Source: an optimization exercise on an open RTL-to-GDS flow (aim: small area, a short achievable clock period and few clock cycles). Production flows keep margins and buffers that such runs may drop. The RTL was checked by simulation tests, not by an equivalence proof against the original design. Power is estimated from default activity; no workload was simulated.

[design/flow/config.mk]
export PLATFORM = sky130hd
export DESIGN_NAME = stepper_step_pulse_generator
export DESIGN_NICKNAME = stepper_step_pulse_generator
export VERILOG_FILES = /design/flow/design.v
export SDC_FILE = /design/flow/constraint.sdc
export NUM_CORES = 4
export LEC_CHECK = 0
export CAP_MARGIN = 5
export CORE_MARGIN = 2
export CORE_UTILIZATION = 40
export CTS_CLUSTER_DIAMETER = 100
export CTS_CLUSTER_SIZE = 20
export PLACE_DENSITY = 0.75
export SETUP_SLACK_MARGIN = 4.7
export SLEW_MARGIN = 5
[design/flow/constraint.sdc]
create_clock -name core_clock -period 9.0 [get_ports {clk}]
set_input_delay 1.8000 -clock core_clock [delete_from_list [all_inputs] [get_ports {clk}]]
set_output_delay 1.8000 -clock core_clock [all_outputs]
set_load 0.01 [all_outputs]
[design/flow/design.v]
package stp_pkg;
  localparam int REQ_W        = 3;
  localparam int VEL_W        = 24;
  localparam int VAL_W        = 32;
  localparam int POS_W        = 32;
  localparam int PERIOD_OUT_W = 24;
  localparam int SPR_W  = 16;
  localparam int MINP_W = 16;
  localparam int PW_W   = 8;
  localparam logic [SPR_W-1:0]  SPR_RST  = 16'd200;
  localparam logic [MINP_W-1:0] MINP_RST = 16'd100;
  localparam logic [PW_W-1:0]   PW_RST   = 8'd2;
  localparam int CFG_DATA_W = 32;
  localparam int CFG_ADDR_W = 4;
  localparam int REG_IDX_W  = 2;
  localparam logic [REG_IDX_W-1:0] REG_SPR  = 2'd0;
  localparam logic [REG_IDX_W-1:0] REG_MINP = 2'd1;
  localparam logic [REG_IDX_W-1:0] REG_PW   = 2'd2;
  localparam int PERIOD_BITS_DEF = 24;
  localparam int DEN_W           = SPR_W + VEL_W;
  localparam int DVS_W           = DEN_W + 1;
  localparam logic [DEN_W-1:0] TWO_TICKS_Q16 = 40'd131072000000;
  localparam int ENTRY_W     = 3 + 1 + VEL_W + VAL_W;
  localparam int QUEUE_DEPTH = 2;
  localparam logic [REQ_W-1:0] REQ_TICK    = 3'd0;
  localparam logic [REQ_W-1:0] REQ_VEL     = 3'd1;
  localparam logic [REQ_W-1:0] REQ_MOVE_AB = 3'd2;
  localparam logic [REQ_W-1:0] REQ_MOVE_RL = 3'd3;
  localparam logic [REQ_W-1:0] REQ_ENABLE  = 3'd4;
  localparam logic [REQ_W-1:0] REQ_DISABLE = 3'd5;
  typedef logic [2:0] cmd_t;
  localparam cmd_t CMD_NOP      = 3'd0;
  localparam cmd_t CMD_TICK     = 3'd1;
  localparam cmd_t CMD_RUN      = 3'd2;
  localparam cmd_t CMD_HALT     = 3'd3;
  localparam cmd_t CMD_MOVE_ABS = 3'd4;
  localparam cmd_t CMD_MOVE_REL = 3'd5;
  localparam cmd_t CMD_ENABLE   = 3'd6;
  localparam cmd_t CMD_DISABLE  = 3'd7;
  typedef struct packed {
    cmd_t             cmd;
    logic             fwd;
    logic [VEL_W-1:0] mag;
    logic [VAL_W-1:0] value;
  } q_entry_t;
  typedef struct packed {
    logic [SPR_W-1:0]  spr;
    logic [MINP_W-1:0] min_period;
    logic [PW_W-1:0]   pulse_width;
  } cfg_t;
endpackage
module stepper_step_pulse_generator #(
  parameter int PERIOD_BITS = 24
) (
  input  logic        clk,
  input  logic        rst_n,
  input  logic        in_valid,
  output logic        in_ready,
  input  logic [2:0]  in_req_type,
  input  logic [23:0] in_velocity,
  input  logic [31:0] in_step_value,
  output logic        out_valid,
  input  logic        out_ready,
  output logic        out_step_level,
  output logic        out_dir_level,
  output logic        out_enable_n,
  output logic [31:0] out_position,
  output logic        out_is_moving,
  output logic [23:0] out_period_out,
  input  logic        psel,
  input  logic        penable,
  input  logic        pwrite,
  input  logic [3:0]  paddr,
  input  logic [31:0] pwdata,
  output logic [31:0] prdata,
  output logic        pready
);
  localparam logic [36:0] TWO_N = 37'h1E84800000;   
  localparam logic [36:0] K_RST = 37'd655360000;     
  logic [15:0] spr_r, minp_r;
  logic [7:0]  pw_r;
  logic        spr_wr, kst_r;
  logic [36:0] k_r;
  logic        kbusy_r;
  logic [23:0] r_r;
  logic [24:0] q_r;
  logic [5:0]  it_r;
  logic        frun_r, ffin_r, fdone_r, ovf_r, dbit_r;
  logic [31:0] pos_r, tgt_r;
  logic        seek_r, dir_r, moving_r, en_n_r, step_r;
  logic [23:0] period_r, rem_r;
  logic [7:0]  pulse_r;
  logic        out_valid_r;
  logic pready_r;
  assign pready = pready_r;
  assign spr_wr = psel && !penable && pwrite && (paddr[3:2] == 2'd0);
  always_ff @(posedge clk) begin
    if (!rst_n) begin
      spr_r  <= 16'd200;
      minp_r <= 16'd100;
      pw_r   <= 8'd2;
    end else begin
      if (spr_wr) spr_r <= pwdata[15:0];
      if (psel && penable && pwrite) begin
        case (paddr[3:2])
          2'd1: minp_r <= pwdata[15:0];
          2'd2: pw_r   <= pwdata[7:0];
          default: ;
        endcase
      end
    end
  end
  logic [2:0] rsel_r;
  always_ff @(posedge clk)
    if (psel && !penable)
      rsel_r <= {paddr[3:2] == 2'd2, paddr[3:2] == 2'd1, paddr[3:2] == 2'd0};
  assign prdata = {16'd0, ({16{rsel_r[0]}} & spr_r) | ({16{rsel_r[1]}} & minp_r)
                          | ({16{rsel_r[2]}} & {8'd0, pw_r})};
  logic [3:0]  a_r, b_r;        
  logic        sv_r, tld_r;     
  logic [2:0]  sc_r;            
  logic        srun_r;          
  logic        sfwd_r;          
  logic [23:0] sm_r;            
  logic [31:0] sval_r;
  logic in_tick, tick_in, cmd_in, accept, out_free, exec_tick, exec_cmd;
  logic vneg, vzero, run_in, s_move, s_rel, run_move, s_ready, f_start;
  logic tick_ok_r, azero_r, pend_r;
  logic [3:0] a_nx, b_nx;
  logic       sv_nx;
  assign in_tick   = (in_req_type == 3'd0);
  assign in_ready  = in_tick ? tick_ok_r : !sv_r;
  assign accept    = in_valid && in_ready;
  assign tick_in   = accept && in_tick;
  assign cmd_in    = accept && !in_tick;
  assign vneg      = in_velocity[23];
  assign vzero     = (in_velocity == 24'd0);
  assign s_move    = (sc_r[2:1] == 2'b01);
  assign s_rel     = sc_r[0];
  assign run_move  = s_move && srun_r;
  assign s_ready   = !srun_r || (fdone_r && (tld_r || !run_move));
  assign out_free  = !out_valid_r || out_ready;
  assign exec_tick = out_free && !azero_r;
  assign exec_cmd  = out_free && azero_r && sv_r && s_ready;
  assign run_in    = (in_req_type == 3'd1) ? !vzero
                   : (in_req_type[2:1] == 2'b01) ? (!vneg && !vzero) : 1'b0;
  always_comb begin
    if (exec_cmd) begin
      a_nx  = b_r + {3'd0, tick_in};
      b_nx  = '0;
      sv_nx = 1'b0;
    end else begin
      a_nx  = a_r - {3'd0, exec_tick} + {3'd0, tick_in && !sv_r};
      b_nx  = b_r + {3'd0, tick_in && sv_r};
      sv_nx = sv_r || cmd_in;
    end
  end
  logic go_nx;
  assign go_nx = (cmd_in ? run_in : pend_r) && !(kbusy_r && it_r != 6'd0) && !kst_r;
  always_ff @(posedge clk) begin
    if (!rst_n) begin
      a_r       <= '0;
      b_r       <= '0;
      sv_r      <= 1'b0;
      azero_r   <= 1'b1;
      tick_ok_r <= 1'b1;
      pend_r    <= 1'b0;
      f_start   <= 1'b0;
    end else begin
      a_r       <= a_nx;
      b_r       <= b_nx;
      sv_r      <= sv_nx;
      azero_r   <= (a_nx == 4'd0);
      tick_ok_r <= (a_r < 4'd14) && (b_r < 4'd14);
      pend_r    <= (cmd_in ? run_in : pend_r) && !go_nx;
      f_start   <= go_nx;
    end
  end
  always_ff @(posedge clk) begin
    if (cmd_in) begin
      sc_r   <= in_req_type;
      srun_r <= run_in;
      sfwd_r <= !vneg;
      sm_r   <= in_velocity ^ {24{!vneg}};
      sval_r <= in_step_value;
    end
  end
  logic [24:0] t_in, b_op;
  logic        cin, qbit, dbit_f, fast, ph_top, ph_mid;
  logic [5:0]  itk_nx;
  logic [25:0] diff;
  logic [5:0]  it_nx;
  assign dbit_f = ph_top ? k_r[24] : ph_mid ? k_r[23] : k_r[7];
  assign t_in   = f_start ? {1'b0, k_r[31:8]} : {r_r, kbusy_r ? dbit_r : dbit_f};
  assign b_op = kbusy_r ? {9'h1FF, ~spr_r} : {1'b1, sm_r};
  assign cin  = kbusy_r || sfwd_r;
  assign diff = {1'b0, t_in} + {b_op[24], b_op} + {25'd0, cin};
  assign qbit = !diff[25];
  assign fast = (k_r[36:32] == 5'd0) && !qbit;
  assign itk_nx = kst_r ? 6'd36 : it_r - 6'd1;
  always_comb begin
    if (kst_r)                           it_nx = 6'd36;
    else if (kbusy_r)                    it_nx = it_r - 6'd1;
    else if (f_start)                    it_nx = fast ? 6'd7 : 6'd24;
    else if (frun_r)                     it_nx = it_r - 6'd1;
    else                                 it_nx = it_r;
  end
  logic [24:0] q_rnd;
  logic [15:0] lo;
  logic        sat;
  logic [23:0] newp;
  assign q_rnd = {1'b0, q_r[24:1]} + {24'd0, q_r[0]};
  assign sat   = q_rnd[24] || ovf_r || (spr_r == 16'd0);
  assign lo    = (minp_r == 16'd0) ? 16'd1 : minp_r;
  assign newp  = sat ? 24'hFFFFFF : (q_rnd[23:0] < {8'd0, lo}) ? {8'd0, lo} : q_rnd[23:0];
  always_ff @(posedge clk) begin
    if (!rst_n) begin
      kbusy_r <= 1'b0;
      frun_r  <= 1'b0;
      ffin_r  <= 1'b0;
      fdone_r <= 1'b0;
      k_r     <= K_RST;
      pready_r <= 1'b1;
      kst_r    <= 1'b0;
    end else begin
      kst_r    <= spr_wr;
      pready_r <= !(spr_wr || kst_r || (kbusy_r && it_r != 6'd0)) || (itk_nx == 6'd22)
                  || (itk_nx == 6'd6);
      dbit_r <= TWO_N[itk_nx];
      it_r   <= it_nx;
      ph_top <= (it_nx == 6'd24);
      ph_mid <= (it_nx >= 6'd8);
      if (kst_r) begin
        kbusy_r <= 1'b1;
        r_r     <= '0;
      end else if (kbusy_r) begin
        r_r  <= qbit ? diff[23:0] : t_in[23:0];
        k_r  <= {k_r[35:0], qbit};
        if (it_r == 6'd0) kbusy_r <= 1'b0;
      end else if (f_start) begin
        q_r    <= '0;
        ovf_r  <= 1'b0;
        r_r    <= fast ? t_in[23:0] : {12'd0, k_r[36:25]};
        frun_r <= 1'b1;
      end else if (frun_r) begin
        r_r    <= qbit ? diff[23:0] : t_in[23:0];
        q_r    <= {q_r[23:0], qbit};
        ovf_r  <= ovf_r | (qbit & diff[24]);
        frun_r <= (it_r != 6'd0);
        ffin_r <= (it_r == 6'd0);
        if (ph_top) ;
        else if (ph_mid) k_r[23:8]  <= {k_r[22:8], k_r[23]};
        else             k_r[7:0]   <= {k_r[6:0], k_r[7]};
      end else if (ffin_r) begin
        q_r[23:0] <= newp;
        ffin_r    <= 1'b0;
        fdone_r   <= 1'b1;
      end else if (exec_cmd) begin
        fdone_r <= 1'b0;
      end
    end
  end
  logic [31:0] sum, target;
  logic        ld_tgt, eq, gt;
  logic [7:0]  pulse_dec;
  assign ld_tgt    = sv_r && run_move && azero_r && !tld_r;
  assign sum       = pos_r + (!azero_r ? {{31{!dir_r}}, 1'b1} : tld_r ? ~tgt_r : sval_r)
                     + {31'd0, azero_r && tld_r};
  assign target    = s_rel ? sum : sval_r;
  assign eq        = (pos_r == tgt_r);
  assign gt        = sum[31] ^ ((pos_r[31] != tgt_r[31]) && (sum[31] != pos_r[31]));
  assign pulse_dec = pulse_r - 8'd1;
  always_ff @(posedge clk) begin
    if (!rst_n) begin
      pos_r       <= '0;
      tgt_r       <= '0;
      tld_r       <= 1'b0;
      seek_r      <= 1'b0;
      dir_r       <= 1'b0;
      moving_r    <= 1'b0;
      en_n_r      <= 1'b1;
      period_r    <= '0;
      pulse_r     <= '0;
      step_r      <= 1'b0;
      out_valid_r <= 1'b0;
    end else begin
      out_valid_r <= exec_tick || exec_cmd || (out_valid_r && !out_ready);
      if (ld_tgt) begin
        tgt_r <= target;
        tld_r <= 1'b1;
      end
      if (exec_tick) begin
        if (pulse_r != 8'd0) begin
          pulse_r <= pulse_dec;
          if (pulse_dec == 8'd0) step_r <= 1'b0;
        end
        if (moving_r) begin
          if (rem_r != 24'd1) begin
            rem_r <= rem_r - 24'd1;
          end else begin
            rem_r <= period_r;
            if (seek_r && eq) begin
              moving_r <= 1'b0;
              period_r <= '0;
            end else begin
              step_r  <= 1'b1;
              pulse_r <= (pw_r == 8'd0) ? 8'd1 : pw_r;
              pos_r   <= sum;
            end
          end
        end
      end
      if (exec_cmd) begin
        tld_r <= 1'b0;
        case (sc_r)
          3'd1, 3'd2, 3'd3: begin
            if (!srun_r || (run_move && eq)) begin
              moving_r <= 1'b0;
              period_r <= '0;
              tgt_r    <= pos_r;
              seek_r   <= 1'b1;
            end else begin
              seek_r   <= run_move;
              dir_r    <= run_move ? gt : sfwd_r;
              moving_r <= 1'b1;
              period_r <= q_r[23:0];
              if (q_r[23:0] != period_r) rem_r <= q_r[23:0];
            end
          end
          3'd4: en_n_r <= 1'b0;
          3'd5: begin
            moving_r <= 1'b0;
            period_r <= '0;
            en_n_r   <= 1'b1;
          end
          default: ;
        endcase
      end
    end
  end
  assign out_valid      = out_valid_r;
  assign out_step_level = step_r;
  assign out_dir_level  = dir_r;
  assign out_enable_n   = en_n_r;
  assign out_position   = pos_r;
  assign out_is_moving  = moving_r;
  assign out_period_out = period_r;
endmodule
[design/flow/flow/run.sh]
#!/bin/bash
# The standard layout (standard.sh), with the port buffers that buffer_ports
# inserts on every input and output made the platform's smallest buffer,
# sky130_fd_sc_hd__buf_1, instead of its default choice (clkdlybuf4s50_1).
# Timing repair still resizes any port buffer on a critical path.
set -euo pipefail
export BUFFER_PORTS_ARGS="-buffer_cell sky130_fd_sc_hd__buf_1"
bash standard.sh > standard.log 2>&1
[design/flow/standard.sh]
#!/bin/bash
# synth_recipe.tcl (not shown) runs the flow's synth.tcl, then flattens the netlist and writes it again
# the make line also repeats each setting of config.mk as NAME=value (left out here)
make -C /OpenROAD-flow-scripts/flow DESIGN_CONFIG=/design/flow/config.mk WORK_HOME=/design/flow/orfs CLKGATE_MAP_FILE= SYNTH_SCRIPT=/design/flow/synth_recipe.tcl "${@:-finish}"
==> metrics.csv, run 1 <==
metric,value,unit
status,no timing/DRC/antenna violations,
slowest_stage,nor3_4,
critical_path.top_delay_family,simple AND/OR/NAND/NOR gates,
crit_type,in -> out,
r2r_cells,12,
crit_arrival,2.46,ns
synth_cells,2492,
row_count,84,
final_cell_mix,"nand2_1 (325), nor2_1 (238), a21oi_1 (208)",
routabilityCongestion,0.925,
worst_slew_pin_slew,1.19,ns
p_sw_frac,0.341,
dr.max_layer_used,met5,
htreeDepth,1,
leakagePower,8.65,nW
hold_viol_final,0,
synth_flop_cell,dfxtp_1,
min_period,4.26,ns
grt_pass1_vias,17300,
via_per_inst,5.87,
insertion_delay,0.59,ns
rrSetupSlack,4.75,ns
postLayoutCellArea,23500,µm²
fin_tns_setup,0,ns
slowest_delay,0.21,ns
post_drt_wl_per_cell,19.4,µm
crit_cells,5,
drc_errors,0,
start_kind,input pin,
die_h,236,µm
grt_usage,0.217,
syn_area,21400,µm²
dpl_cell_area,22400,µm²
final-setup-viol-count,0,
synth_seq_area_share,0.390,
cts_hold_buffers,0,
ys_ff_latch,345,
slew_viol_final,0,
reg2reg_from,f_start,
root_buffer,clkbuf_16,
pwr-share-comb,0.290,
finalCritPeriodShare,0.474,
synth_cell_types,92,
cts_buffer_depth,3,
p_sw,0.00140,W
utilization,0.445,
grt_setup_unrepaired,true,
hpwlAfterDp,44600,µm
synthArstFlopShare,0,
vdd_drop_max,177,µV
place_ws,3.77,ns
drt_iter0_drc,2088,
grt_pass1_wl,98000,µm
clock-sinks,345,
r2r_end,ph_mid,
vias,19200,
timing.fmax,235,MHz
dr.pass1.iters,7,
slew_headroom,0.203,
end_kind,primary output,
synth.area.top_cells,"edfxtp_1 (20%), dfxtp_1 (19%), nand2_1 (5.7%)",
antenna_found_initial,8,
ys_warn_count,1,
drive_gt1_frac,0.0678,
critical_path_required,7.20,ns
cts_tree,built,
cap_violations,0,
core,52800,µm²
p_total,0.00410,W
drtAntennaViolNets,0,
yosysTopAreaCellShare,0.204,
num_io_pins,197,
wl_met1,27700,µm
power_per_cell_area,175,nW/µm²
fin_nets,2759,
finalWorstSetupSlack,4.74,ns
io_buffers,162,
layout_commonest_cell,nand2_1,
synth_edf_count,146,
p_clk_frac,0.270,
cellInternalPower,0.00270,W
path_cells,buf_2 -> nor3_4 -> nand2_1 -> o21ai_2 -> buf_2,
cp_max_fo,3,
cts_buffers,23,
min_path_type,reg -> reg,
startpoint,in_req_type[2],
crit_top_cell,buf_2,
area_growth,9.45,%
dr_wl_met2,28200,µm
clock_skew,0.0376,ns
gr-total-overflow,0,
wl_met3,5660,µm
worstSetupEndpoint,in_ready,
initial_core_util,0.406,
cts.clk_slew.worst_paths,0.08,ns
die_area,55500,µm²
syn_area_per_cell,8.60,µm²
wl,63400,µm
die_w,236,µm
cp.buffers_inverters,2,
synth_top_area_cell,edfxtp_1,
grt_max_degree,89,
seqPwrFrac,0.440,
power by group through the flow:
stage / clock network (W) / logic [W] / registers, W
after floorplan: 0 / 0.000918 / 0.00181
after global placement: 0 / 0.00113 / 0.00184
after detailed placement: 0 / 0.00114 / 0.00184
after CTS: 0.00113 / 0.00116 / 0.00180
after global routing: 0.00118 / 0.00133 / 0.00182
final: 0.00111 / 0.00119 / 0.00181
timing repair:
| item | CTS | global route |
|---|---|---|
| buffers inserted | 4 | 13 |
| pin swaps | 2 | 7 |
| endpoints found under the setup margin | 53 | 61 |
| endpoints found under the hold margin | 0 | 0 |
| cloned | 1 | 1 |
| gates resized for setup | 25 | 25 |
cells in the mapped netlist, drive strengths merged (17+ instances only):
library cell,n
nand2,326
nor2,242
a21oi,211
dfxtp,199
edfxtp,146
clkbuf,120
xnor2,114
o21ai,102
inv,100
mux2i,88
ha,86
buf,53
o211ai,50
nand3,47
a21o,45
xor2,43
nor3,40
a22oi,38
nand4,36
o22ai,35
nor4,31
a211oi,27
a221oi,27
mux2,26
or3,20
a31oi,18
and3,17
nor2b,17
how the worst min path moves through the flow:
stage	from	end	cells past startpoint
floorplan	k_r[18]	k_r[19]	2
global placement	en_n_r	en_n_r	2
detailed placement	k_r[8]	k_r[9]	2
CTS	k_r[10]	k_r[11]	2
global route	k_r[22]	k_r[23]	2
finish	k_r[8]	k_r[9]	2
worst min-delay path: cells and delay by family, from the launching register on:
family,cells,cell delay [ns]
flops,1,0.33
simple gates,1,0.06
compound gates,1,0.05
through the flow:
stage	cells	hold WS, ns
2_1_floorplan	2507	0.442
3_3_place_gp	3210	0.457
3_5_place_dp	3210	0.462
4_1_cts	3256	0.460
5_1_grt	3270	0.500
6_report	3272	0.478
kinds of logic after synthesis:
family	after synthesis	share of synthesized area
xor+xnor	157	0.0641
simple gates	846	0.181
other cells	2	0.000350
fa+ha+maj	91	0.0549
flops	345	0.390
mux	114	0.0547
compound gates	663	0.201
buf+inv	274	0.0538
cell type report:
| type | count | area, µm² |
|---|---|---|
| clock buffers | 35 | 651 |
| inverters | 101 | 389 |
| multi-input cells | 1890 | 12100 |
| well taps | 688 | 861 |
| diodes | 2 | 5.00 |
| flip-flops and latches | 345 | 8370 |
| fillers | 5183 | 29300 |
| repair buffers | 205 | 981 |
| clock inverters | 6 | 70.1 |
layer usage:
layer  global-route usage  vias up
li1                     -     9128
met2                0.338      827
met5                    0        -
met3               0.0466      125
met4               0.0583       12
met1                0.305     9099
sequential cells by signal, summed over array words and instances, names as in the netlist, 23 cells and up:
| register | flops |
|---|---|
| k_r | 37 |
| period_r | 24 |
| pos_r | 32 |
| q_r | 25 |
| r_r | 24 |
| rem_r | 24 |
| sm_r | 23 |
| sval_r | 32 |
| tgt_r | 32 |
Testbench counts, summed over its fixed seeds: cycles 21,559.
==> run 2: changes to the inputs <==
--- a/design/flow/config.mk
+++ b/design/flow/config.mk
@@ -10,6 +10,6 @@
 export CORE_UTILIZATION = 40
 export CTS_CLUSTER_DIAMETER = 100
 export CTS_CLUSTER_SIZE = 20
-export PLACE_DENSITY = 0.75
+export PLACE_DENSITY = 0.5
 export SETUP_SLACK_MARGIN = 4.7
 export SLEW_MARGIN = 5
==> metrics.csv, run 2 <==
metric,value,unit
status,no timing/DRC/antenna violations,
crit_arrival,2.49,ns
hold_viol_final,0,
grt_max_degree,86,
critical_path.top_delay_family,buffers and inverters,
leakagePower,8.68,nW
routabilityCongestion,0.874,
insertion_delay,0.57,ns
slowest_delay,0.23,ns
gr-total-overflow,0,
synth_top_area_cell,edfxtp_1,
io_buffers,162,
dr.pass1.iters,6,
drive_gt1_frac,0.0686,
synth_edf_count,146,
clock_skew,0.0206,ns
die_area,55500,µm²
vias,19000,
grt_pass1_wl,106000,µm
worst_slew_pin_slew,1.13,ns
clock-sinks,345,
hpwlAfterDp,48400,µm
ys_ff_latch,345,
htreeDepth,1,
cts_tree,built,
yosysTopAreaCellShare,0.204,
ys_warn_count,1,
core,52800,µm²
grt_usage,0.241,
die_h,236,µm
rrSetupSlack,4.85,ns
fin_nets,2758,
synth_seq_area_share,0.390,
final_cell_mix,"nand2_1 (325), nor2_1 (237), a21oi_1 (208)",
final-setup-viol-count,0,
die_w,236,µm
drtAntennaViolNets,0,
power_per_cell_area,176,nW/µm²
crit_type,in -> out,
synthArstFlopShare,0,
num_io_pins,197,
cp.buffers_inverters,3,
antenna_cells,0,
regMostFlops,k_r,
cp_max_fo,3,
path_cells,buf_8 -> nor3_4 -> buf_6 -> o21ai_2 -> buf_2,
cts.clk_slew.worst_paths,0.08,ns
slew_viol_final,0,
syn_area_per_cell,8.60,µm²
cts_buffer_depth,3,
grt_setup_unrepaired,true,
min_path_type,reg -> reg,
cap_violations,0,
via_per_inst,5.81,
post_drt_wl_per_cell,21.2,µm
synth_commonest_cells,"nand2_1 (326), nor2_1 (239), a21oi_1 (210)",
finalCritPeriodShare,0.477,
drt_iter0_drc,1631,
wl,69400,µm
end_kind,primary output,
row_count,84,
initial_core_util,0.406,
antenna_found_initial,2,
grt_pass1_vias,18100,
root_buffer,clkbuf_16,
area_growth,9.81,%
layout_commonest_cell,nand2_1,
synth_cell_types,92,
yosysMostFrequentCell,nand2_1,
hold-worst-slack,0.478,ns
synth_cells,2492,
slowest_stage,nor3_4,
largest_reg_flops,37,
syn_area,21400,µm²
critical_path_required,7.20,ns
start_kind,input pin,
synth_flop_cell,dfxtp_1,
timing.fmax,233,MHz
min_period,4.29,ns
synth.area.top_cells,"edfxtp_1 (20%), dfxtp_1 (19%), nand2_1 (5.7%)",
drc_errors,0,
vdd_drop_max,125,µV
fin_tns_setup,0,ns
cts_buffers,22,
slew_headroom,0.245,
-- run 2: cell type report --
type,count,area (µm²)
Fill cell,5268,29200
Clock buffer,36,697
Multi-Input combinational cell,1889,12200
Tap cell,688,861
Clock inverter,3,26.3
Inverter,101,384
Timing Repair Buffer,206,1020
Sequential cell,345,8370
-- run 2: path summary, 6_finish.rpt --
path | start | endpoint | cells after the start
max reg2reg | f_start | ph_mid | 10
min | k_r[18] | k_r[18] | 2
min reg2reg | k_r[18] | k_r[18] | 2
max | in_req_type[0] | in_ready | 5
-- run 2: metal layers --
layer | vias up | part of all wire | track usage
li1 | 9116 | - | -
met1 | 9181 | 0.46 | 0.336
met2 | 569 | 0.45 | 0.386
met3 | 105 | 0.059 | 0.0368
met4 | 6 | 0.025 | 0.0677
met5 | - | 0.00049 | 0
-- run 2: logic make-up after synthesis --
kind of cell	Yosys count	synth area share
AO/OA/AOI/OAI	663	0.201
XOR/XNOR	157	0.0641
adder cells (fa/ha/maj)	91	0.0549
buffers and inverters	274	0.0538
flip-flops	345	0.390
multiplexers	114	0.0547
other	2	0.000350
AND/OR/NAND/NOR	846	0.181
-- run 2: through the flow --
step / total power [W] / util / std cells / setup WS [ns] / cell area [µm²]
4_1_cts: 0.00416 / 0.442 / 3256 / 4.69 / 23300
2_1_floorplan: 0.00273 / - / 2507 / 4.76 / 21500
3_5_place_dp: 0.00301 / 0.425 / 3208 / 3.62 / 22400
6_report: 0.00415 / 0.446 / 3268 / 4.71 / 23500
5_1_grt: 0.00439 / 0.446 / 3268 / 4.62 / 23500
3_3_place_gp: 0.00299 / 0.425 / 3208 / 3.68 / 22400
-- run 2: timing repair --
action	CTS	global route
cloned	1	0
gates resized for setup	34	29
pin swaps	4	3
hold buffers	0	0
setup buffers	8	12
endpoints found under the setup margin	86	95
-- run 2: worst register-to-register path, delay by kind of cell (launching register included) --
kind                       cells  cell delay (ns)
AOI/OAI and AO/OA              4             1.36
adders and majority gates      1             0.39
buffers and inverters          1             0.43
DFF                            1             0.32
muxes                          1             0.47
and+or+nand+nor                3             0.91
-- run 2: power breakdown --
part	switching (W)	internal, W
combinational	0.000744	0.000472
sequential	0.0000787	0.00173
clock	0.000589	0.000539
total	0.00141	0.00274
==> run 3: changes to the inputs <==
--- a/design/flow/config.mk
+++ b/design/flow/config.mk
@@ -10,6 +10,5 @@
 export CORE_UTILIZATION = 40
 export CTS_CLUSTER_DIAMETER = 100
 export CTS_CLUSTER_SIZE = 20
-export PLACE_DENSITY = 0.5
 export SETUP_SLACK_MARGIN = 4.7
 export SLEW_MARGIN = 5
==> metrics.csv, run 3 <==
metric,value,unit
fin_nets,2754,
hold-worst-slack,0.481,ns
yosysMostFrequentCell,nand2_1,
r2r_end,q_r[0],
synth_seq_area_share,0.390,
leakagePower,8.60,nW
slew_headroom,0.207,
status,no timing/DRC/antenna violations,
grt_setup_unrepaired,true,
routabilityCongestion,0.927,
gr-total-overflow,0,
min_period,4.26,ns
vias,19200,
utilization,0.443,
cp_max_fo,4,
cts_tree,built,
start_kind,input pin,
power_per_cell_area,172,nW/µm²
io_buffers,162,
hold_viol_final,0,
ys_warn_count,1,
drc_errors,0,
clock-sinks,345,
p_total,0.00403,W
clock_skew,0.0194,ns
cts_buffers,21,
dr.pass1.iters,9,
synth_cells,2492,
crit_type,in -> out,
row_count,84,
grt_max_degree,85,
antenna_found_initial,1,
layout_commonest_cell,nand2_1,
initial_core_util,0.406,
reg2reg_from,q_r[1],
ys_ff_latch,345,
cap_violations,0,
synth_flop_cell,dfxtp_1,
synth.area.top_cells,"edfxtp_1 (20%), dfxtp_1 (19%), nand2_1 (5.7%)",
finalCritPeriodShare,0.474,
rrSetupSlack,4.87,ns
timing.fmax,234,MHz
cts_buffer_depth,3,
drtAntennaViolNets,0,
wl,66300,µm
worst_slew_pin_slew,1.19,ns
critical_path_required,7.20,ns
die_area,55500,µm²
min_path_type,reg -> reg,
synth_cell_types,92,
slew_viol_final,0,
regMostFlops,k_r,
drive_gt1_frac,0.0645,
insertion_delay,0.55,ns
area_growth,9.10,%
grt_usage,0.231,
hold_path_depth,2,
final-setup-viol-count,0,
fill_cells,5264,
largest_reg_flops,37,
hpwlAfterDp,46300,µm
syn_area_per_cell,8.60,µm²
r2r_cells,16,
grt_pass1_wl,104000,µm
synthArstFlopShare,0,
via_per_inst,5.89,
die_h,236,µm
dp_cells,3207,
cts.clk_slew.worst_paths,0.09,ns
synth_top_area_cell,edfxtp_1,
antenna_cells,0,
min-delay-start,k_r[8],
post_drt_wl_per_cell,20.3,µm
crit_arrival,2.46,ns
num_io_pins,197,
core,52800,µm²
final_cells,3262,
root_buffer,clkbuf_16,
vdd_drop_max,131,µV
die_w,236,µm
syn_area,21400,µm²
end_kind,primary output,
fin_tns_setup,0,ns
grt_pass1_vias,18000,
drt_iter0_drc,1679,
synth_edf_count,146,
yosysTopAreaCellShare,0.204,
min_to,k_r[9],
final_cell_mix,"nand2_1 (325), nor2_1 (238), a21oi_1 (208)",
htreeDepth,1,
synth_commonest_cells,"nand2_1 (326), nor2_1 (239), a21oi_1 (210)",
## run 3: cells by family after synthesis
group,Yosys count,synth area share
and+or+nand+nor,846,0.181
muxes,114,0.0547
xor gates and xnor gates,157,0.0641
DFF,345,0.390
other,2,0.000350
buffers and inverters,274,0.0538
AOI/OAI and AO/OA,663,0.201
adders and majority gates,91,0.0549
## run 3: what timing repair did
| item | 4_1_cts | 5_1_grt |
|---|---|---|
| endpoints found under the setup margin | 131 | 99 |
| setup buffers | 6 | 11 |
| gates cloned | 1 | 1 |
| gates resized for setup | 31 | 30 |
| hold buffers | 0 | 0 |
| pin swaps | 3 | 4 |
## run 3: worst max-delay path: stages
cell and delay [ns]:
buf_8 0.10, nor3_4 0.24, nand2_1 0.09, o21ai_2 0.08, buf_2 0.16
## run 3: per-layer routing
| metal | share of wire | track usage | wire (µm) | vias to the layer above |
|---|---|---|---|---|
| met5 | 0 | 0 | 0 | - |
| met4 | 0.025 | 0.0519 | 1680 | 0 |
| met3 | 0.064 | 0.0265 | 4240 | 88 |
| met2 | 0.45 | 0.370 | 29900 | 679 |
| met1 | 0.46 | 0.335 | 30400 | 9365 |
| li1 | - | - | - | 9094 |
## run 3: report_power, final
part / switching (W) / internal, W
Clock: 0.000556 / 0.000453
Sequential: 0.0000805 / 0.00173
Combinational: 0.000741 / 0.000469
Total: 0.00138 / 0.00265
## run 3: layout make-up
cell class	count	area, µm²	area share
Multi-Input combinational cell	1890	12200	0.521
Sequential cell	345	8370	0.358
Timing Repair Buffer	202	983	0.0420
Tap cell	688	861	0.0368
Clock buffer	35	588	0.0251
Inverter	101	389	0.0166
Clock inverter	1	16.3	0.000695
## run 3: stage by stage
stage / setup WS [ns] / area, µm²
after global placement: 3.27 / 22400
after detailed placement: 3.21 / 22400
final: 4.74 / 23400
after floorplan: 4.76 / 21500
after CTS: 4.71 / 23200
after global routing: 4.66 / 23400
## run 3: how the worst max path moves through the flow
stage                    from        to  slack, ns  depth (start not counted)
6_report       in_req_type[1]  in_ready       4.74                          5
3_3_place_gp          kbusy_r   r_r[17]       3.27                         14
3_5_place_dp          kbusy_r   r_r[17]       3.21                         14
2_1_floorplan  in_req_type[0]  in_ready       4.76                          2
5_1_grt                q_r[1]    q_r[5]       4.66                         17
4_1_cts        in_req_type[1]  in_ready       4.71                          5
==> run 4: changes to the inputs <==
--- a/design/flow/design.v
+++ b/design/flow/design.v
@@ -317,7 +317,6 @@
             if (!srun_r || (run_move && eq)) begin
               moving_r <= 1'b0;
               period_r <= '0;
-              tgt_r    <= pos_r;
               seek_r   <= 1'b1;
             end else begin
               seek_r   <= run_move;
==> metrics.csv, run 4 <==
metric,value,unit
status,no timing/DRC/antenna violations,
hpwlAfterDp,45600,µm
ys_warn_count,1,
power_per_cell_area,165,nW/µm²
synthArstFlopShare,0,
drive_gt1_frac,0.0764,
routabilityCongestion,0.921,
row_count,83,
dp_cells,3115,
synth_cell_types,79,
drtAntennaViolNets,0,
synth.area.top_cells,"edfxtp_1 (21%), dfxtp_1 (19%), a21oi_1 (5.4%)",
grt_max_degree,84,
cp_max_fo,6,
insertion_delay,0.57,ns
final_cell_mix,"nand2_1 (291), a21oi_1 (228), dfxtp_1 (197)",
largest_reg_flops,37,
yosysMostFrequentCell,nand2_1,
htreeDepth,1,
critical_path_required,9.30,ns
die_h,233,µm
slew_headroom,0.198,
worst_slew_pin_slew,1.20,ns
synth_commonest_cells,"nand2_1 (294), a21oi_1 (228), dfxtp_1 (199)",
post_drt_wl_per_cell,20.3,µm
grt_setup_unrepaired,true,
vdd_drop_max,131,µV
place_ws,3.65,ns
syn_area_per_cell,8.79,µm²
synth_top_area_cell,edfxtp_1,
start_kind,register,
grt_pass1_vias,17400,
cap_violations,0,
min_period,4.24,ns
hold-worst-slack,0.464,ns
finalCritPeriodShare,0.471,
grt_pass1_wl,99400,µm
finalWorstSetupSlack,4.76,ns
initial_core_util,0.407,
synth_flop_cell,dfxtp_1,
gr-total-overflow,0,
cts_buffer_depth,3,
yosysTopAreaCellShare,0.209,
wl_met3,4680,µm
wl_met1,29400,µm
dr.pass1.iters,6,
hold_viol_final,0,
cts_buffers,21,
ys_ff_latch,345,
dr_wl_met2,29000,µm
root_buffer,clkbuf_16,
dr.max_layer_used,met4,
area_growth,10.6,%
crit_arrival,4.54,ns
cts.clk_slew.worst_paths,0.09,ns
via_per_inst,5.82,
fin_nets,2681,
cts_tree,built,
die_w,233,µm
clock-sinks,345,
drc_errors,0,
syn_area,21000,µm²
grt_usage,0.231,
wl,64600,µm
synth_edf_count,146,
num_io_pins,197,
io_buffers,162,
regMostFlops,k_r,
crit_type,reg -> reg,
leakagePower,8.92,nW
clock_skew,0.0240,ns
core,51600,µm²
die_area,54300,µm²
drt_iter0_drc,1649,
vias,18500,
slew_viol_final,0,
antenna_found_initial,0,
end_kind,register,
final-setup-viol-count,0,
layout_commonest_cell,nand2_1,
timing.fmax,236,MHz
fin_tns_setup,0,ns
min_path_type,reg -> reg,
synth_seq_area_share,0.398,
synth_cells,2390,
final_cells,3182,
==> run 4: cells by family after synthesis <==
group / count (synthesis) / synth area share
fa+ha+maj: 92 / 0.0566
compound gates: 673 / 0.207
xor+xnor: 163 / 0.0680
mux: 114 / 0.0561
other cells: 2 / 0.000358
buf+inv: 262 / 0.0505
flops: 345 / 0.398
simple gates: 739 / 0.164
==> run 4: repair_timing <==
item	4_1_cts	5_1_grt
hold buffers	0	0
setup buffers	7	21
setup endpoints to repair	102	71
gates resized for setup	29	40
pin swaps	4	14
cloned	0	1
==> run 4: per-layer routing <==
| metal | GRT usage | up-vias |
|---|---|---|
| met3 | 0.0341 | 93 |
| met4 | 0.0609 | 0 |
| met5 | 0 | - |
| li1 | - | 8810 |
| met1 | 0.328 | 8978 |
| met2 | 0.366 | 630 |
==> run 4: layout make-up <==
type / count / area (µm²)
Fill cell: 5027 / 28400
Inverter: 104 / 397
Clock inverter: 3 / 33.8
Clock buffer: 34 / 574
Timing Repair Buffer: 217 / 1070
Tap cell: 680 / 851
Multi-Input combinational cell: 1798 / 11900
Sequential cell: 345 / 8380
Antenna cell: 1 / 2.50
==> run 4: final timing paths <==
kind | start | endpoint | slack (ns) | depth (start not counted)
hold / removal | k_r[0] | k_r[0] | 0.46 | 2
hold reg to reg | k_r[0] | k_r[0] | 0.46 | 2
setup reg to reg | q_r[1] | q_r[10] | 4.76 | 18
setup / recovery | q_r[1] | q_r[10] | 4.76 | 18
==> run 4: per-stage QoR <==
step	cell area, µm²	util	total power (W)
finish	23200	0.450	0.00383
global route	23200	0.450	0.00403
CTS	22900	0.443	0.00384
detailed placement	22100	0.428	0.00280
global placement	22100	0.428	0.00278
floorplan	21100	-	0.00256
==> run 4: power by group <==
group	leakage [nW]	switching, W	internal, W
clock	0.292	0.000575	0.000458
combinational	5.64	0.000602	0.000389
sequential	2.98	0.0000801	0.00173
total	8.92	0.00126	0.00258
==> run 4: critical path, cell delays in order (launching register included) <==
cell,delay (ns)
edfxtp_1,0.42
ha_4,0.18
ha_4,0.14
nand3_2,0.11
or3_4,0.47
nor3_4,0.17
xnor2_2,0.16
ha_1,0.28
nand4_1,0.20
nor4b_4,0.11
a221oi_2,0.25
o21ai_1,0.09
nor2_1,0.18
nand4_1,0.17
nor4_4,0.35
buf_6,0.19
buf_4,0.12
mux2i_1,0.28
a221oi_2,0.10
Testbench counts of run 4, summed over its fixed seeds: cycles 21,559.
==> run 5: changes to the inputs <==
--- a/design/flow/config.mk
+++ b/design/flow/config.mk
@@ -10,5 +10,5 @@
 export CORE_UTILIZATION = 40
 export CTS_CLUSTER_DIAMETER = 100
 export CTS_CLUSTER_SIZE = 20
-export SETUP_SLACK_MARGIN = 4.7
+export SETUP_SLACK_MARGIN = 4.6
 export SLEW_MARGIN = 5
==> metrics.csv, run 5 <==
metric,value,unit
status,no timing/DRC/antenna violations,
routabilityCongestion,0.921,
start_kind,input pin,
grt_usage,0.231,
r2r_cells,18,
min_path_type,reg -> reg,
hpwlAfterDp,45600,µm
synthArstFlopShare,0,
ys_warn_count,1,
dr.max_layer_used,met4,
antenna_found_initial,0,
vias,18400,
finalCritPeriodShare,0.481,
ys_ff_latch,345,
synth_cells,2390,
grt_pass1_vias,17400,
crit_type,in -> out,
power_per_cell_area,166,nW/µm²
synth_top_family_by_area,compound AO/OA/AOI/OAI gates,
synth.area.top_cells,"edfxtp_1 (21%), dfxtp_1 (19%), a21oi_1 (5.4%)",
slew_viol_final,0,
crit_arrival,2.53,ns
drc_errors,0,
reg2reg_from,q_r[0],
synth_xor_area_frac,0.0680,
critical_path.top_delay_family,simple AND/OR/NAND/NOR gates,
p_sw,0.00126,W
gr-total-overflow,0,
drtAntennaViolNets,0,
slew_headroom,0.189,
dp_cells,3115,
slowest_delay,0.25,ns
p_sw_frac,0.328,
largest_reg_flops,37,
end_kind,primary output,
dr.pass1.iters,5,
synth_commonest_cells,"nand2_1 (294), a21oi_1 (228), dfxtp_1 (199)",
initial_core_util,0.407,
rrSetupSlack,4.73,ns
seqPwrFrac,0.473,
wl,64500,µm
num_io_pins,197,
startpoint,in_req_type[1],
timing.fmax,231,MHz
synth_edf_count,146,
synth_mux_area_frac,0.0561,
root_buffer,clkbuf_16,
register_area,8380,µm²
regMostFlops,k_r,
syn_area_per_cell,8.79,µm²
final_cells,3173,
fin_nets,2673,
vdd_drop_max,133,µV
cts_buffers,21,
fin_tns_setup,0,ns
grt_pass1_wl,99400,µm
hold_path_depth,2,
cap_violations,0,
fill_cells,5045,
final_cell_mix,"nand2_1 (291), a21oi_1 (228), dfxtp_1 (197)",
syn_area,21000,µm²
p_total,0.00383,W
core,51600,µm²
multi_input_area,11800,µm²
die_h,233,µm
drt_iter0_drc,1715,
area_growth,9.79,%
row_count,83,
synth_flop_cell,dfxtp_1,
leakagePower,8.84,nW
cp.buffers_inverters,2,
clock-sinks,345,
worst_slew_pin_slew,1.22,ns
dr_wl_met2,29000,µm
r2r_end,q_r[6],
layout_commonest_cell,nand2_1,
cts.clk_slew.worst_paths,0.08,ns
synthAdderAreaFrac,0.0566,
final-setup-viol-count,0,
min_period,4.33,ns
cts_buffer_depth,3,
io_buffers,162,
synth_cell_types,79,
grt_setup_unrepaired,true,
cts_tree,built,
crit_top_cell,buf_1,
synth_compound_area_frac,0.207,
cts_hold_buffers,0,
synth_seq_area_share,0.398,
cp_max_fo,4,
pwr-share-comb,0.258,
grt_max_degree,84,
synth_top_area_cell,edfxtp_1,
insertion_delay,0.57,ns
cellInternalPower,0.00257,W
die_area,54300,µm²
p_clk_frac,0.270,
post_drt_wl_per_cell,20.3,µm
hold_viol_final,0,
htreeDepth,1,
synthSimpleGateAreaFrac,0.164,
clock_skew,0.0241,ns
die_w,233,µm
worstSetupEndpoint,in_ready,
wl_met1,29600,µm
yosysMostFrequentCell,nand2_1,
slowest_stage,nor3_4,
via_per_inst,5.80,
yosysTopAreaCellShare,0.209,
critical_path_required,7.20,ns
crit_cells,5,
path_cells,buf_1 -> nor3_4 -> nand2_1 -> o21ai_0 -> buf_1,
wl_met3,4470,µm
antenna_cells,0,
drive_gt1_frac,0.0694,
==> run 5: what timing repair did <==
item / 4_1_cts / 5_1_grt
pin swaps: 1 / 12
endpoints found under the setup margin: 54 / 57
buffers inserted: 6 / 14
cloned: 0 / 1
resized for setup: 18 / 27
==> run 5: tightest hold or removal path: cells and delay by family (launching register included) <==
kind             cells  cell delay, ns
AND/OR/NAND/NOR      1            0.05
AO/OA/AOI/OAI        1            0.05
flip-flops           1            0.32
==> run 5: cells by family (layout without fill, tap and decap cells) <==
family,after synthesis,count (layout)
xor+xnor,163,163
simple gates,739,739
other cells,2,17
compound gates,673,673
buf+inv,262,350
fa+ha+maj,92,92
mux,114,114
flops,345,345
==> run 5: worst min-delay path by stage <==
stage,to,start
after global placement,k_r[0],k_r[0]
after CTS,k_r[0],k_r[0]
final,k_r[0],k_r[0]
after floorplan,k_r[0],k_r[0]
after global routing,k_r[0],k_r[0]
after detailed placement,k_r[0],k_r[0]
==> run 5: power by group through the flow <==
stage	Combinational (W)	Sequential (W)	Clock [W]
after floorplan	0.000752	0.00181	0
after global placement	0.000941	0.00184	0
after detailed placement	0.000958	0.00184	0
after CTS	0.000969	0.00181	0.00106
after global routing	0.00110	0.00182	0.00111
final	0.000986	0.00181	0.00103
==> run 5: cell type report <==
type,instances,share of cell area
Multi-Input combinational cell,1798,0.513
Sequential cell,345,0.363
Timing Repair Buffer,209,0.0430
Tap cell,680,0.0369
Clock buffer,34,0.0249
Inverter,104,0.0170
Clock inverter,3,0.00147
==> run 5: per-layer routing <==
metal | track usage | up-vias
met4 | 0.0609 | 0
met1 | 0.328 | 8909
li1 | - | 8790
met2 | 0.366 | 634
met3 | 0.0341 | 85
met5 | 0 | -
==> run 5: through the flow <==
stage | util | hold WS [ns] | setup WS (ns) | cell area (µm²)
3_5_place_dp | 0.428 | 0.450 | 3.65 | 22100
2_1_floorplan | - | 0.431 | 4.75 | 21100
5_1_grt | 0.447 | 0.493 | 4.54 | 23100
4_1_cts | 0.443 | 0.462 | 4.60 | 22900
6_report | 0.447 | 0.464 | 4.67 | 23100
3_3_place_gp | 0.428 | 0.449 | 3.66 | 22100
==> run 6: changes to the inputs <==
--- a/design/flow/config.mk
+++ b/design/flow/config.mk
@@ -10,5 +10,5 @@
 export CORE_UTILIZATION = 40
 export CTS_CLUSTER_DIAMETER = 100
 export CTS_CLUSTER_SIZE = 20
-export SETUP_SLACK_MARGIN = 4.6
+export SETUP_SLACK_MARGIN = 4.75
 export SLEW_MARGIN = 5
==> metrics.csv, run 6 <==
metric,value,unit
post_drt_wl_per_cell,20.3,µm
routabilityCongestion,0.917,
critical_path_required,7.20,ns
drive_gt1_frac,0.0771,
fin_nets,2680,
vdd_drop_max,129,µV
num_io_pins,197,
yosysTopAreaCellShare,0.209,
antenna_cells,0,
grt_pass1_wl,99400,µm
grt_usage,0.231,
cts_buffers,22,
start_kind,input pin,
die_h,233,µm
min_period,4.21,ns
postLayoutCellArea,23300,µm²
insertion_delay,0.57,ns
leakagePower,8.96,nW
crit_arrival,2.41,ns
synth_cell_types,79,
path_cells,buf_6 -> nor3_4 -> nand2_1 -> o21ai_1 -> buf_2,
wl,64500,µm
initial_core_util,0.407,
synth_top_area_cell,edfxtp_1,
slowest_delay,0.21,ns
via_per_inst,5.81,
gr-total-overflow,0,
row_count,83,
vias,18500,
place_ws,3.75,ns
synth_flop_cell,dfxtp_1,
htreeDepth,1,
syn_area_per_cell,8.79,µm²
dp_cells,3114,
root_buffer,clkbuf_16,
worst_slew_pin_slew,1.29,ns
layout_commonest_cell,nand2_1,
core,51600,µm²
synth.area.top_cells,"edfxtp_1 (21%), dfxtp_1 (19%), a21oi_1 (5.4%)",
finalWorstSetupSlack,4.79,ns
regMostFlops,k_r,
die_area,54300,µm²
slew_viol_final,0,
synth_edf_count,146,
clock_skew,0.0329,ns
slowest_stage,nor3_4,
clock-sinks,345,
die_w,233,µm
syn_area,21000,µm²
dr.pass1.iters,5,
critical_path.top_delay_family,simple AND/OR/NAND/NOR gates,
hpwlAfterDp,45400,µm
final_cells,3182,
antenna_found_initial,0,
cts.clk_slew.worst_paths,0.08,ns
timing.fmax,238,MHz
power_per_cell_area,167,nW/µm²
fin_tns_setup,0,ns
grt_setup_unrepaired,true,
drtAntennaViolNets,0,
cp.buffers_inverters,2,
synth_cells,2390,
final_cell_mix,"nand2_1 (291), a21oi_1 (228), dfxtp_1 (197)",
crit_type,in -> out,
largest_reg_flops,37,
synthArstFlopShare,0,
area_growth,11.1,%
hold_path_depth,2,
hold_viol_final,0,
yosysMostFrequentCell,nand2_1,
drt_iter0_drc,1580,
io_buffers,162,
r2r_cells,13,
status,no timing/DRC/antenna violations,
dpl_cell_area,22100,µm²
ys_warn_count,1,
synth_commonest_cells,"nand2_1 (294), a21oi_1 (228), dfxtp_1 (199)",
ys_ff_latch,345,
slew_headroom,0.136,
cap_violations,0,
grt_pass1_vias,17500,
cts_buffer_depth,3,
cp_max_fo,3,
grt_max_degree,66,
crit_cells,5,
synth_seq_area_share,0.398,
min_path_type,reg -> reg,
finalCritPeriodShare,0.468,
cts_tree,built,
drc_errors,0,
cts_hold_buffers,0,
end_kind,primary output,
final-setup-viol-count,0,
## run 6: cell types whose count changed in the layout (fill, tap and decap cells not counted), sizes merged
cell      previous run  this run
bufinv               1         0
buf                208       212
clkbuf              35        40
clkinvlp             1         2
## run 6: path summary, 6_finish.rpt
path | slack [ns] | startpoint | to
setup / recovery | 4.79 | in_req_type[0] | in_ready
hold / removal | 0.46 | k_r[0] | k_r[0]
setup reg to reg | 4.90 | f_start | r_r[17]
hold reg to reg | 0.46 | k_r[0] | k_r[0]
## run 6: through the flow
stage	util	hold slack (ns)	total power [W]
finish	0.452	0.463	0.00390
global route	0.452	0.488	0.00411
CTS	0.446	0.470	0.00391
detailed placement	0.428	0.453	0.00279
global placement	0.428	0.444	0.00277
floorplan	-	0.431	0.00256
## run 6: where the power goes
group          switching (W)  total, W  leakage [nW]  internal, W
registers          0.0000765   0.00181          2.98      0.00173
clock network       0.000587   0.00111         0.339     0.000523
logic               0.000592  0.000985          5.64     0.000393
## run 6: cell type report
class,instances,area (µm²)
Fill cell,5041,28300
Multi-Input combinational cell,1798,11900
Sequential cell,345,8370
Timing Repair Buffer,214,1080
Tap cell,680,851
Clock buffer,38,674
Inverter,104,397
Clock inverter,2,31.3
Timing Repair inverter,1,5.00
## run 6: worst reg2reg max path: stages, from the launching register on
cell       delay [ns]
dfxtp_2          0.34
buf_8            0.40
mux2_2           0.49
ha_1             0.39
a21o_1           0.22
a21o_1           0.18
a21o_1           0.18
a21o_1           0.20
a21o_1           0.24
a21boi_4         0.37
nand3_2          0.33
nor3_4           0.31
buf_12           0.17
o2bb2ai_1        0.11
## run 6: logic make-up after synthesis
family	synth area share
muxes	0.0561
xor gates and xnor gates	0.0680
buffers and inverters	0.0505
and+or+nand+nor	0.164
other	0.000358
DFF	0.398
adders and majority gates	0.0566
AOI/OAI and AO/OA	0.207
## run 6: repair_timing
item,4_1_cts,5_1_grt
pin swaps,5,10
setup buffers,9,18
gates cloned,1,0
resized for setup,25,39
endpoints found under the setup margin,66,74
## run 6: metal layers
layer | routed length, µm | GRT usage | share of wire
met5 | 0 | 0 | 0
met2 | 29100 | 0.370 | 0.45
met4 | 1490 | 0.0629 | 0.023
met1 | 29300 | 0.323 | 0.45
met3 | 4580 | 0.0334 | 0.071
==> run 7: changes to the inputs <==
--- a/design/flow/config.mk
+++ b/design/flow/config.mk
@@ -10,5 +10,5 @@
 export CORE_UTILIZATION = 40
 export CTS_CLUSTER_DIAMETER = 100
 export CTS_CLUSTER_SIZE = 20
-export SETUP_SLACK_MARGIN = 4.75
+export SETUP_SLACK_MARGIN = 4.85
 export SLEW_MARGIN = 5
==> metrics.csv, run 7 <==
metric,value,unit
yosysTopAreaCellShare,0.209,
die_area,54300,µm²
post_drt_wl_per_cell,20.3,µm
cap_violations,0,
synth_flop_cell,dfxtp_1,
largest_reg_flops,37,
synth_cell_types,79,
vias,18700,
synth_cells,2390,
hold_viol_final,0,
cts_buffers,22,
critical_path_required,7.20,ns
final_cell_mix,"nand2_1 (292), a21oi_1 (227), dfxtp_1 (196)",
wl_met1,29000,µm
core,51600,µm²
power_per_cell_area,165,nW/µm²
num_io_pins,197,
synth_seq_area_share,0.398,
drtAntennaViolNets,0,
startpoint,in_req_type[2],
synth_edf_count,146,
cts_hold_buffers,0,
ys_ff_latch,345,
timing.fmax,238,MHz
min_period,4.20,ns
initial_core_util,0.407,
synth.area.top_cells,"edfxtp_1 (21%), dfxtp_1 (19%), a21oi_1 (5.4%)",
min_path_type,reg -> reg,
slew_headroom,0.152,
worstSetupEndpoint,in_ready,
utilization,0.460,
die_w,233,µm
rrSetupSlack,4.97,ns
vdd_drop_max,121,µV
cp_max_fo,3,
leakagePower,9.14,nW
wl_met3,4580,µm
status,no timing/DRC/antenna violations,
drive_gt1_frac,0.0912,
wl,65000,µm
grt_pass1_vias,17500,
io_buffers,162,
insertion_delay,0.57,ns
cts_tree,built,
end_kind,primary output,
r2r_end,q_r[6],
crit_type,in -> out,
antenna_found_initial,0,
regMostFlops,k_r,
grt_usage,0.230,
dr.max_layer_used,met4,
root_buffer,clkbuf_16,
yosysMostFrequentCell,nand2_1,
dr.pass1.iters,7,
synth_top_area_cell,edfxtp_1,
finalCritPeriodShare,0.467,
gr-total-overflow,0,
slew_viol_final,0,
grt_max_degree,64,
final-setup-viol-count,0,
clock_skew,0.0317,ns
crit_arrival,2.40,ns
grt_pass1_wl,99300,µm
cts.clk_slew.worst_paths,0.09,ns
htreeDepth,1,
hpwlAfterDp,45200,µm
synthArstFlopShare,0,
dr_wl_met2,29400,µm
clock-sinks,345,
start_kind,input pin,
synth_commonest_cells,"nand2_1 (294), a21oi_1 (228), dfxtp_1 (199)",
area_growth,13.0,%
layout_commonest_cell,nand2_1,
r2r_cells,18,
antenna_cells,0,
fill_cells,4938,
syn_area_per_cell,8.79,µm²
ys_warn_count,1,
fin_tns_setup,0,ns
drt_iter0_drc,1733,
row_count,83,
drc_errors,0,
syn_area,21000,µm²
die_h,233,µm
fin_nets,2699,
routabilityCongestion,0.923,
reg2reg_from,q_r[0],
worst_slew_pin_slew,1.27,ns
via_per_inst,5.85,
grt_setup_unrepaired,true,
cts_buffer_depth,3,
## run 7: worst min-delay path by stage
stage / cells past startpoint / from / endpoint / slack [ns]
2_1_floorplan: 2 / k_r[0] / k_r[0] / 0.43
3_3_place_gp: 2 / k_r[0] / k_r[0] / 0.45
3_5_place_dp: 2 / k_r[0] / k_r[0] / 0.45
4_1_cts: 2 / k_r[0] / k_r[0] / 0.46
5_1_grt: 2 / k_r[0] / k_r[0] / 0.49
6_report: 2 / k_r[0] / k_r[0] / 0.46
## run 7: cells by family (layout without fill, tap and decap cells)
| group | after synthesis | in the layout | share of synthesized area |
|---|---|---|---|
| AO/OA/AOI/OAI | 673 | 673 | 0.207 |
| other | 2 | 17 | 0.000358 |
| adder cells (fa/ha/maj) | 92 | 92 | 0.0566 |
| flip-flops | 345 | 345 | 0.398 |
| buffers and inverters | 262 | 377 | 0.0505 |
| multiplexers | 114 | 114 | 0.0561 |
| XOR/XNOR | 163 | 163 | 0.0680 |
| AND/OR/NAND/NOR | 739 | 740 | 0.164 |
## run 7: where the power goes
part / internal, W / switching, W / total, W
Combinational: 0.000402 / 0.000603 / 0.00101
Clock: 0.000518 / 0.000580 / 0.00110
Sequential: 0.00173 / 0.0000796 / 0.00181
## run 7: layout make-up
type / instances / area [µm²] / area share
well taps: 680 / 851 / 0.0359
clock inverters: 3 / 31.3 / 0.00132
multi-input cells: 1799 / 12100 / 0.511
repair buffers: 233 / 1280 / 0.0540
flip-flops and latches: 345 / 8370 / 0.353
clock buffers: 37 / 671 / 0.0283
inverters: 104 / 393 / 0.0166
## run 7: worst max-delay path, cell delays in order
cell and delay, ns:
buf_8 0.10, nor3_4 0.21, nand2_1 0.09, o21ai_2 0.06, buf_2 0.14
## run 7: timing repair
| action | 4_1_cts | 5_1_grt |
|---|---|---|
| pin swaps | 13 | 22 |
| buffers inserted | 12 | 30 |
| setup endpoints to repair | 52 | 80 |
| resized for setup | 39 | 66 |
| gates cloned | 0 | 3 |
| endpoints found under the hold margin | 0 | 0 |
## run 7: layer usage
metal	vias to the layer above	global-route usage
met2	699	0.369
met4	0	0.0736
met3	105	0.0309
met1	9081	0.319
li1	8856	-
met5	-	0
## run 7: per-stage QoR
step / instances / worst slack [ns] / power (W) / hold slack, ns / instance area [µm²]
4_1_cts: 3168 / 4.79 / 0.00390 / 0.465 / 23100
3_5_place_dp: 3116 / 3.72 / 0.00280 / 0.453 / 22100
2_1_floorplan: 2405 / 4.81 / 0.00256 / 0.431 / 21100
5_1_grt: 3201 / 4.73 / 0.00412 / 0.495 / 23700
6_report: 3201 / 4.80 / 0.00391 / 0.463 / 23700
3_3_place_gp: 3116 / 3.79 / 0.00277 / 0.446 / 22100
==> run 8: changes to the inputs <==
--- a/design/flow/config.mk
+++ b/design/flow/config.mk
@@ -10,5 +10,5 @@
 export CORE_UTILIZATION = 40
 export CTS_CLUSTER_DIAMETER = 100
 export CTS_CLUSTER_SIZE = 20
-export SETUP_SLACK_MARGIN = 4.85
+export SETUP_SLACK_MARGIN = 4.8
 export SLEW_MARGIN = 5
==> metrics.csv, run 8 <==
metric,value,unit
pwr-share-comb,0.260,
synthArstFlopShare,0,
hpwlAfterDp,45400,µm
final_cell_mix,"nand2_1 (291), a21oi_1 (226), dfxtp_1 (196)",
cts_tree,built,
via_per_inst,5.83,
status,no timing/DRC/antenna violations,
slew_viol_final,0,
timing.fmax,238,MHz
core,51600,µm²
cts_hold_buffers,0,
synth_commonest_cells,"nand2_1 (294), a21oi_1 (228), dfxtp_1 (199)",
syn_area_per_cell,8.79,µm²
htreeDepth,1,
synth_top_area_cell,edfxtp_1,
die_area,54300,µm²
root_buffer,clkbuf_16,
end_kind,primary output,
vias,18500,
grt_pass1_wl,100000,µm
fin_tns_setup,0,ns
num_io_pins,197,
critical_path_required,7.20,ns
wl,64200,µm
area_growth,10.8,%
cts_buffers,21,
r2r_cells,17,
cp_max_fo,3,
critical_path.top_delay_family,simple AND/OR/NAND/NOR gates,
synth.area.top_cells,"edfxtp_1 (21%), dfxtp_1 (19%), a21oi_1 (5.4%)",
min-delay-start,k_r[0],
seqPwrFrac,0.474,
gr-total-overflow,0,
fin_nets,2678,
synth_cell_types,79,
wl_met1,29000,µm
clock-sinks,345,
die_w,233,µm
hold_viol_final,0,
slew_headroom,0.125,
io_buffers,162,
initial_core_util,0.407,
drc_errors,0,
grt_max_degree,94,
fill_cells,5004,
antenna_found_initial,1,
startpoint,in_req_type[0],
grt_usage,0.232,
drive_gt1_frac,0.0768,
clock_skew,0.0229,ns
die_h,233,µm
wl_met3,4450,µm
postLayoutCellArea,23300,µm²
slowest_delay,0.20,ns
p_sw_frac,0.327,
regMostFlops,k_r,
post_drt_wl_per_cell,20.2,µm
dpl_cell_area,22100,µm²
path_cells,buf_8 -> nor3_4 -> nand2_1 -> o21ai_1 -> buf_2,
multi_input_area,12000,µm²
worst_slew_pin_slew,1.31,ns
cts_buffer_depth,3,
leakagePower,8.92,nW
routabilityCongestion,0.901,
grt_pass1_vias,17600,
start_kind,input pin,
cellInternalPower,0.00257,W
largest_reg_flops,37,
min_period,4.20,ns
ys_warn_count,1,
drtAntennaViolNets,0,
crit_arrival,2.40,ns
drt_iter0_drc,1617,
finalCritPeriodShare,0.466,
hold_path_depth,2,
utilization,0.451,
p_sw,0.00125,W
rrSetupSlack,4.96,ns
reg2reg_from,q_r[0],
synth_edf_count,146,
synth_flop_cell,dfxtp_1,
row_count,83,
min_to,k_r[0],
syn_area,21000,µm²
slowest_stage,nor3_4,
dr_wl_met2,29200,µm
crit_type,in -> out,
yosysMostFrequentCell,nand2_1,
cts.clk_slew.worst_paths,0.08,ns
register_area,8370,µm²
yosysTopAreaCellShare,0.209,
antenna_cells,0,
dr.pass1.iters,5,
layout_commonest_cell,nand2_1,
vdd_drop_max,123,µV
insertion_delay,0.57,ns
synth_seq_area_share,0.398,
grt_setup_unrepaired,true,
ys_ff_latch,345,
power_per_cell_area,164,nW/µm²
synth_cells,2390,
cap_violations,0,
min_path_type,reg -> reg,
dr.max_layer_used,met5,
cp.buffers_inverters,2,
final-setup-viol-count,0,
r2r_end,q_r[0],
p_clk_frac,0.266,
==> run 8: per-layer routing <==
layer	track usage	vias up
met5	0	-
met4	0.0621	2
met3	0.0278	78
met2	0.369	669
met1	0.331	8969
li1	-	8809
==> run 8: power by group through the flow <==
stage / combinational, W / clock (W) / sequential (W)
finish: 0.000993 / 0.00102 / 0.00181
global placement: 0.000933 / 0 / 0.00184
global route: 0.00111 / 0.00109 / 0.00182
detailed placement: 0.000957 / 0 / 0.00184
floorplan: 0.000752 / 0 / 0.00181
CTS: 0.000973 / 0.00104 / 0.00180
==> run 8: how the worst max path moves through the flow <==
| stage | slack [ns] | depth (start not counted) | to |
|---|---|---|---|
| 6_report | 4.80 | 5 | in_ready |
| 5_1_grt | 4.69 | 18 | r_r[18] |
| 4_1_cts | 4.80 | 5 | in_ready |
| 3_5_place_dp | 3.73 | 13 | r_r[15] |
| 3_3_place_gp | 3.78 | 13 | r_r[15] |
| 2_1_floorplan | 4.76 | 2 | in_ready |
==> run 8: repair_timing <==
| item | CTS | global route |
|---|---|---|
| resized for setup | 39 | 37 |
| gates cloned | 1 | 0 |
| setup buffers | 15 | 11 |
| setup endpoints to repair | 87 | 48 |
| pin swaps | 16 | 15 |
==> run 8: through the flow <==
step / power (W) / setup slack [ns] / std cells / hold slack, ns
detailed placement: 0.00280 / 3.73 / 3114 / 0.453
finish: 0.00382 / 4.80 / 3179 / 0.466
global route: 0.00402 / 4.69 / 3179 / 0.487
floorplan: 0.00256 / 4.76 / 2405 / 0.431
global placement: 0.00277 / 3.78 / 3114 / 0.448
CTS: 0.00382 / 4.80 / 3168 / 0.464
==> run 8: kinds of logic after synthesis <==
kind of cell,Yosys count,share of synthesized area
AOI/OAI and AO/OA,673,0.207
xor gates and xnor gates,163,0.0680
buffers and inverters,262,0.0505
other,2,0.000358
adders and majority gates,92,0.0566
DFF,345,0.398
and+or+nand+nor,739,0.164
muxes,114,0.0561
==> run 8: worst reg2reg max path, cell delays in order (launching register included) <==
cell and delay (ns):
edfxtp_1 0.42, ha_4 0.18, ha_4 0.15, nand3_4 0.09, or3_4 0.44, nor3_4 0.21, xnor2_2 0.15, ha_1 0.28
nand4_1 0.18, nor4b_4 0.09, a221oi_2 0.24, o21ai_1 0.10, nor2_1 0.17, nand4_1 0.17, nor4_4 0.22, buf_6 0.20
mux2_2 0.34, a221oi_1 0.25
==> run 8: cell type report <==
type                            instances  share of cell area
Multi-Input combinational cell       1798               0.514
Sequential cell                       345               0.360
Timing Repair Buffer                  214              0.0464
Tap cell                              680              0.0366
Clock buffer                           34              0.0247
Inverter                              104              0.0169
Clock inverter                          4             0.00129
==> run 9: changes to the inputs <==
--- a/design/flow/config.mk
+++ b/design/flow/config.mk
@@ -8,7 +8,7 @@
 export CAP_MARGIN = 5
 export CORE_MARGIN = 2
 export CORE_UTILIZATION = 40
-export CTS_CLUSTER_DIAMETER = 100
-export CTS_CLUSTER_SIZE = 20
+export CTS_CLUSTER_DIAMETER = 110
+export CTS_CLUSTER_SIZE = 24
 export SETUP_SLACK_MARGIN = 4.8
 export SLEW_MARGIN = 5
==> metrics.csv, run 9 <==
metric,value,unit
cts_buffers,18,
cts.clk_slew.worst_paths,0.10,ns
root_buffer,clkbuf_16,
num_io_pins,197,
grt_max_degree,94,
synth_commonest_cells,"nand2_1 (294), a21oi_1 (228), dfxtp_1 (199)",
critical_path_required,7.20,ns
grt_pass1_vias,17600,
ys_ff_latch,345,
crit_type,in -> out,
core,51600,µm²
synth_flop_cell,dfxtp_1,
slew_headroom,0.136,
cts_buffer_depth,3,
clock-sinks,345,
largest_reg_flops,37,
gr-total-overflow,0,
regMostFlops,k_r,
clock_skew,0.0392,ns
synth.area.top_cells,"edfxtp_1 (21%), dfxtp_1 (19%), a21oi_1 (5.4%)",
cp_max_fo,3,
final_cell_mix,"nand2_1 (291), a21oi_1 (226), dfxtp_1 (196)",
drc_errors,0,
slew_viol_final,0,
syn_area_per_cell,8.79,µm²
cts_hold_buffers,0,
area_growth,11.1,%
die_w,233,µm
vias,18500,
via_per_inst,5.83,
dr.pass1.iters,5,
status,no timing/DRC/antenna violations,
drtAntennaViolNets,0,
final_cells,3178,
synth_edf_count,146,
worst_slew_pin_slew,1.29,ns
yosysMostFrequentCell,nand2_1,
min_period,4.20,ns
fill_cells,5013,
power_per_cell_area,161,nW/µm²
post_drt_wl_per_cell,20.2,µm
die_h,233,µm
cap_violations,0,
dp_cells,3114,
htreeDepth,1,
fin_tns_setup,0,ns
hpwlAfterDp,45400,µm
synth_seq_area_share,0.398,
synth_cells,2390,
syn_area,21000,µm²
initial_core_util,0.407,
layout_commonest_cell,nand2_1,
antenna_found_initial,1,
io_buffers,162,
end_kind,primary output,
dpl_cell_area,22100,µm²
fin_nets,2680,
postLayoutCellArea,23300,µm²
synthArstFlopShare,0,
grt_setup_unrepaired,true,
vdd_drop_max,121,µV
timing.fmax,238,MHz
synth_cell_types,79,
min_path_type,reg -> reg,
drt_iter0_drc,1639,
insertion_delay,0.56,ns
wl,64200,µm
grt_usage,0.231,
hold_viol_final,0,
antenna_cells,0,
cts_tree,built,
ys_warn_count,1,
row_count,83,
drive_gt1_frac,0.0813,
grt_pass1_wl,100000,µm
yosysTopAreaCellShare,0.209,
synth_top_area_cell,edfxtp_1,
finalCritPeriodShare,0.466,
leakagePower,8.96,nW
start_kind,input pin,
final-setup-viol-count,0,
crit_arrival,2.40,ns
routabilityCongestion,0.901,
die_area,54300,µm²
## run 9: cell count changes in the layout (fill, tap and decap cells not counted), moves of 2 or more
cell | before | now
clkbuf_1 | 13 | 11
xnor2_1 | 86 | 84
mux2i_4 | 2 | 5
mux2i_2 | 0 | 3
buf_4 | 44 | 49
mux2i_1 | 83 | 77
## run 9: worst paths after layout
kind	startpoint	to	slack [ns]	depth (start not counted)
worst min-delay path	k_r[0]	k_r[0]	0.47	2
worst max register to register	q_r[1]	q_r[0]	4.92	17
worst max-delay path	in_req_type[0]	in_ready	4.80	5
worst min register to register	k_r[0]	k_r[0]	0.47	2
## run 9: area by class of cell
type / count / area, µm² / share of cell area
Tap cell: 680 / 851 / 0.0365
Timing Repair Buffer: 219 / 1130 / 0.0485
Clock inverter: 2 / 17.5 / 0.000751
Sequential cell: 345 / 8370 / 0.359
Clock buffer: 30 / 517 / 0.0221
Multi-Input combinational cell: 1798 / 12100 / 0.516
Inverter: 104 / 395 / 0.0169
## run 9: where the power goes
part	leakage, nW	internal, W	switching, W	total (W)
clock network	0.258	0.000403	0.000541	0.000944
logic	5.72	0.000396	0.000601	0.000997
registers	2.98	0.00173	0.0000788	0.00181
total	8.96	0.00253	0.00122	0.00375
## run 9: kinds of logic (layout without fill, tap and decap cells)
group | count (synthesis) | in the layout | synth area share
fa+ha+maj | 92 | 92 | 0.0566
other cells | 2 | 17 | 0.000358
compound gates | 673 | 673 | 0.207
flops | 345 | 345 | 0.398
buf+inv | 262 | 355 | 0.0505
simple gates | 739 | 739 | 0.164
mux | 114 | 114 | 0.0561
xor+xnor | 163 | 163 | 0.0680
## run 9: per-stage QoR
| stage | power [W] | hold WS (ns) | setup WS [ns] | utilization |
|---|---|---|---|---|
| CTS | 0.00375 | 0.467 | 4.80 | 0.444 |
| finish | 0.00375 | 0.473 | 4.80 | 0.452 |
| global placement | 0.00277 | 0.448 | 3.78 | 0.428 |
| detailed placement | 0.00280 | 0.453 | 3.73 | 0.428 |
| floorplan | 0.00256 | 0.431 | 4.76 | - |
| global route | 0.00395 | 0.491 | 4.75 | 0.452 |
## run 9: per-layer routing
| metal | GRT usage | part of all wire |
|---|---|---|
| met3 | 0.0286 | 0.065 |
| met4 | 0.0635 | 0.027 |
| met2 | 0.369 | 0.45 |
| met5 | 0 | 0.00020 |
| met1 | 0.328 | 0.45 |
## run 9: timing repair
item / 4_1_cts / 5_1_grt
endpoints found under the setup margin: 92 / 61
pin swaps: 11 / 17
gates cloned: 0 / 1
gates resized for setup: 44 / 46
setup buffers: 11 / 20
## run 9: worst max-delay path: stages
cell     delay [ns]
buf_8          0.10
nor3_4         0.20
nand2_1        0.07
o21ai_1        0.08
buf_2          0.15
